This design comes from an exercise in tuning for small area on the open sky130 flow, not from production work.
The RTL was checked by simulation tests, not by an equivalence proof against the original design.
No activity file was given, so power comes from the tool's default toggle rates.

// rv32i_core
module rv32i_core (
    input  logic      i_clk,
    input  logic      i_reset,
    output rv32i_pkg::word_t     o_imem_addr,
    input  rv32i_pkg::word_t     i_imem_data,
    output logic      o_wb_valid,
    output rv32i_pkg::reg_addr_t o_wb_rd,
    output rv32i_pkg::word_t     o_wb_data
);
    logic [2:0]  ph;
    logic        last;        
    logic        clr;         
    logic [31:1] pc_q;
    assign last = (ph == 3'd7);
    logic [31:0] ins;
    logic [6:0]  opc;
    logic [2:0]  f3;
    logic [4:0]  rd, rs1, rs2;
    logic        is_op, is_opi, is_lui, is_ld, is_st, is_br, is_jal, is_alu;
    logic        alt, sub;
    assign ins = i_imem_data;
    assign opc = ins[6:0];
    assign f3  = ins[14:12];
    assign rd  = ins[11:7];
    assign rs1 = ins[19:15];
    assign rs2 = ins[24:20];
    assign is_op  = (opc == 7'b0110011);
    assign is_opi = (opc == 7'b0010011);
    assign is_lui = (opc == 7'b0110111);
    assign is_ld  = (opc == 7'b0000011) && (f3 == 3'b010);
    assign is_st  = (opc == 7'b0100011) && (f3 == 3'b010);
    assign is_br  = (opc == 7'b1100011) && (f3[2:1] == 2'b00);
    assign is_jal = (opc == 7'b1101111);
    assign is_alu = is_op || is_opi;
    assign alt = ins[30] && (is_op || f3 == 3'b101);
    assign sub = is_br || (is_alu && (f3 == 3'b010 || f3 == 3'b011)) ||
  ...
For scale: ~5700 cells after synthesis.
==> flow/config.mk <==
export PLATFORM = sky130hd
export DESIGN_NAME = rv32i_core
export DESIGN_NICKNAME = rv32i_core
export VERILOG_FILES = /design/flow/design.v
export SDC_FILE = /design/flow/constraint.sdc
export NUM_CORES = 4
export LEC_CHECK = 0
export CAP_MARGIN = 20
export CORE_MARGIN = 2
export CORE_UTILIZATION = 40
export SLEW_MARGIN = 20
==> flow/constraint.sdc <==
create_clock -name core_clock -period 12.0 [get_ports {i_clk}]
set_input_delay 2.4000 -clock core_clock [delete_from_list [all_inputs] [get_ports {i_clk}]]
set_output_delay 2.4000 -clock core_clock [all_outputs]
set_load 0.01 [all_outputs]
run.sh (not shown) runs the stock make flow with config.mk's settings and CLKGATE_MAP_FILE= SYNTH_SCRIPT=/design/flow/synth_recipe.tcl, a recipe that flattens the netlist after the stock synthesis.
The first run finished with timing, DRC and antenna clean.
Then changed:
Settings changed: ABC_AREA set to 1, CORE_UTILIZATION 40 to 60, CTS_BUF_LIST set to sky130_fd_sc_hd__clkbuf_4, CTS_CLUSTER_SIZE set to 20.
=>
- register-to-register slack gains 1000 ps
- setup slack improved by 180 ps
- wire length goes down by about 5.6%
- cell count rises by about 11%
- non-clock buffer count goes down by 35
- clock skew rose by 62 ps
- maximum frequency rises by about 2%
- design area came out lower by 4.4%
Then changed:
Settings changed: CTS_BUF_LIST sky130_fd_sc_hd__clkbuf_4 to sky130_fd_sc_hd__clkbuf_8, CTS_CLUSTER_SIZE 20 to 30.
=> The changed run ran to the end with no violations; power grows slightly; setup slack improves by 230 ps; utilization grows by 0.19 points.


Another version of the RTL of rv32i_core (not shown whole).
For scale: roughly 3200 flip-flops.
==> flow/config.mk <==
export PLATFORM = sky130hd
export DESIGN_NAME = rv32i_core
export DESIGN_NICKNAME = rv32i_core
export VERILOG_FILES = /design/flow/design.v
export SDC_FILE = /design/flow/constraint.sdc
export NUM_CORES = 4
export LEC_CHECK = 0
export ABC_AREA = 1
export CAP_MARGIN = 20
export CORE_MARGIN = 2
export CORE_UTILIZATION = 60
export SLEW_MARGIN = 20
==> flow/constraint.sdc <==
create_clock -name core_clock -period 12.0 [get_ports {i_clk}]
set_input_delay 2.4000 -clock core_clock [delete_from_list [all_inputs] [get_ports {i_clk}]]
set_output_delay 2.4000 -clock core_clock [all_outputs]
set_load 0.01 [all_outputs]
standard.sh (not shown) runs the stock make flow with config.mk's settings and CLKGATE_MAP_FILE= SYNTH_SCRIPT=/design/flow/synth_recipe.tcl, a recipe that flattens the netlist after the stock synthesis.
==> flow/flow/run.sh <==
#!/bin/bash
# The standard layout (standard.sh) with three changes to how it is made:
#  - synthesis is the standard flow's own script, but its final ABC technology mapping
#    uses an area-oriented script (flow/abc_area.script); registers, their
#    names and cell types come out exactly as in the standard synthesis;
#  - the port buffers that global placement inserts are buf_1 cells;
#  - clock tree: mid-size sink clusters of clkbuf_8 and no dummy loads.
# Each tool's full output is in standard.log and orfs/logs/.
set -euo pipefail
HERE=$(pwd)
export CTS_ARGS="-sink_clustering_enable -repair_clock_nets -dont_use_dummy_load -buf_list sky130_fd_sc_hd__clkbuf_8 -sink_clustering_size 18 -sink_clustering_max_diameter 45"
export BUFFER_PORTS_ARGS="-buffer_cell sky130_fd_sc_hd__buf_1"
cat > "$HERE/area_synth.tcl" <<EOT
proc abc {args} {
  set i [lsearch -exact \$args -script]
  if {\$i >= 0} { lset args [expr {\$i + 1}] $HERE/flow/abc_area.script }
  yosys abc {*}\$args
}
source $HERE/synth_recipe.tcl
EOT
bash standard.sh "SYNTH_SCRIPT=$HERE/area_synth.tcl" finish > standard.log 2>&1
==> flow/flow/abc_area.script <==
strash
&get -n
&deepsyn -T 120
&put
dch -f
map -a
topo
stime -c
buffer -c
upsize -c
dnsize -c
Rerun with:
PLACE_DENSITY = 0.75   (was not set)
The new run passed the timing, DRC and antenna checks.
Die area does not change.
Worst setup slack gains 0.26 ns.
Non-clock buffer count fell by 22.
Power hardly moves.
Clock skew is about the same.
Cell count stays flat.
Register-to-register slack gains 0.38 ns.
Rerun with:
CORE_UTILIZATION = 70   (was 60)
PLACE_DENSITY = not set   (was 0.75)
Outcome: The new run finished clean; global-route usage came out higher by 6.2 points; fmax came out lower by about 3.3%; count of clock-buffer cells in the layout came out lower by 5; cell count came out lower by about 3%; cell area came out lower by 0.32%; utilization came out higher by 10 points.


old:
rv32i_core, a different RTL version from the one above (not shown whole).
Size in the first run: ~6400 cells after synthesis, roughly 3200 flip-flops, roughly 100 I/O pins, ~79000 um^2 of cells after synthesis.
clock: 12.0 ns
lec_check: 0
abc_area: 1
cap_margin: 20
core_margin: 2
core_utilization: 60
slew_margin: 20
==> flow/flow/run.sh <==
#!/bin/bash
# The standard layout, with a leaner clock tree: mid-size sink clusters
# of clkbuf_8 leaf buffers and no dummy loads.
set -euo pipefail
export CTS_ARGS="-sink_clustering_enable -repair_clock_nets -dont_use_dummy_load -buf_list sky130_fd_sc_hd__clkbuf_8 -sink_clustering_size 18 -sink_clustering_max_diameter 45"
bash standard.sh > standard.log 2>&1
Here is what was changed in the inputs of new compared with old.
==> flow/flow/run.sh <==
#!/bin/bash
# The standard layout (standard.sh) with three changes to how it is made:
#  - synthesis is the standard flow's own script, but its final ABC technology mapping
#    uses an area-oriented script (flow/abc_area.script); registers, their
#    names and cell types come out exactly as in the standard synthesis;
#  - the port buffers that global placement inserts are buf_1 cells;
#  - clock tree: mid-size sink clusters of clkbuf_8 and no dummy loads.
# Each tool's full output is in standard.log and orfs/logs/.
set -euo pipefail
HERE=$(pwd)
export CTS_ARGS="-sink_clustering_enable -repair_clock_nets -dont_use_dummy_load -buf_list sky130_fd_sc_hd__clkbuf_8 -sink_clustering_size 18 -sink_clustering_max_diameter 45"
export BUFFER_PORTS_ARGS="-buffer_cell sky130_fd_sc_hd__buf_1"
cat > "$HERE/area_synth.tcl" <<EOT
proc abc {args} {
  set i [lsearch -exact \$args -script]
  if {\$i >= 0} { lset args [expr {\$i + 1}] $HERE/flow/abc_area.script }
  yosys abc {*}\$args
}
source $HERE/synth_recipe.tcl
EOT
bash standard.sh "SYNTH_SCRIPT=$HERE/area_synth.tcl" finish > standard.log 2>&1
==> flow/flow/abc_area.script (new file) <==
strash
&get -n
&deepsyn -T 120
&put
dch -f
map -a
Notes after the runs:
Looking at new and old, the total power is a wash.
Diff new and old: non-clock buffer instance count of the final layout lower in old
What new reported for logic depth of the worst setup path including buffers has to be multiplied by 0.53 to get the figure for old.
new vs old, measured slew at the worst slew-check pin went up by 0.085 ns.
old has higher global-route wire length before repair than new.
For the worst setup slack, new came in 1.21 ns lower than old did.
For achievable frequency, dividing the value from new by the value from old gives 0.889.
new vs old: sequential cell area share up in new
Measured against old, the leakage power of new comes out at 0.926 times the reference value.
Between old and new, met2 routing resource usage after global routing increased.

## afterwards: timing with drivers on the ports
How much do the figures lean on ideal ports? The routed layouts below were timed once more, with nothing changed but the port constraints. Step 1 (the two cells are an assumption about what drives the block):
set clk [get_ports {i_clk}]
set_driving_cell -lib_cell sky130_fd_sc_hd__clkbuf_16 $clk
set_driving_cell -lib_cell sky130_fd_sc_hd__buf_2 [delete_from_list [all_inputs] $clk]
Step 2 times the ports against the registers' clock, not the clock port: input delays grow and output delays shrink by t, the midpoint of the rising clock arrivals with the driver on. Slacks: ideal ports / drivers / drivers and shift; pairs: ideal ports / drivers.
run | t, ns | slack for setup (ns) | slew at the worst register clock pin (ns) | cell pins on the clock port's net
the first run of note 1 | 0.972 | 2.982 / 2.901 / 2.337 | 0.08 / 0.08 | 1
the second run of note 1 | 1.295 | 3.167 / 3.093 / 3.275 | 0.08 / 0.08 | 1
the third run of note 1 | 1.063 | 3.394 / 3.321 / 3.227 | 0.07 / 0.07 | 1
the first run of note 2 | 0.955 | 1.619 / 1.665 / 0.710 | 0.11 / 0.11 | 1
the second run of note 2 | 0.971 | 1.880 / 1.918 / 0.947 | 0.11 / 0.11 | 1
the third run of note 2 | 0.905 | 1.540 / 1.553 / 0.648 | 0.12 / 0.12 | 1
old | 0.954 | 2.359 / 2.383 / 1.429 | 0.11 / 0.11 | 1
new | 0.964 | 1.152 / 1.152 / 0.220 | 0.11 / 0.11 | 1
After both steps setup and hold are still met in every run listed. For the second run of note 2, which loses most, drivers alone change the setup slack by +0.038 ns; drivers and shift together by -0.933 ns.
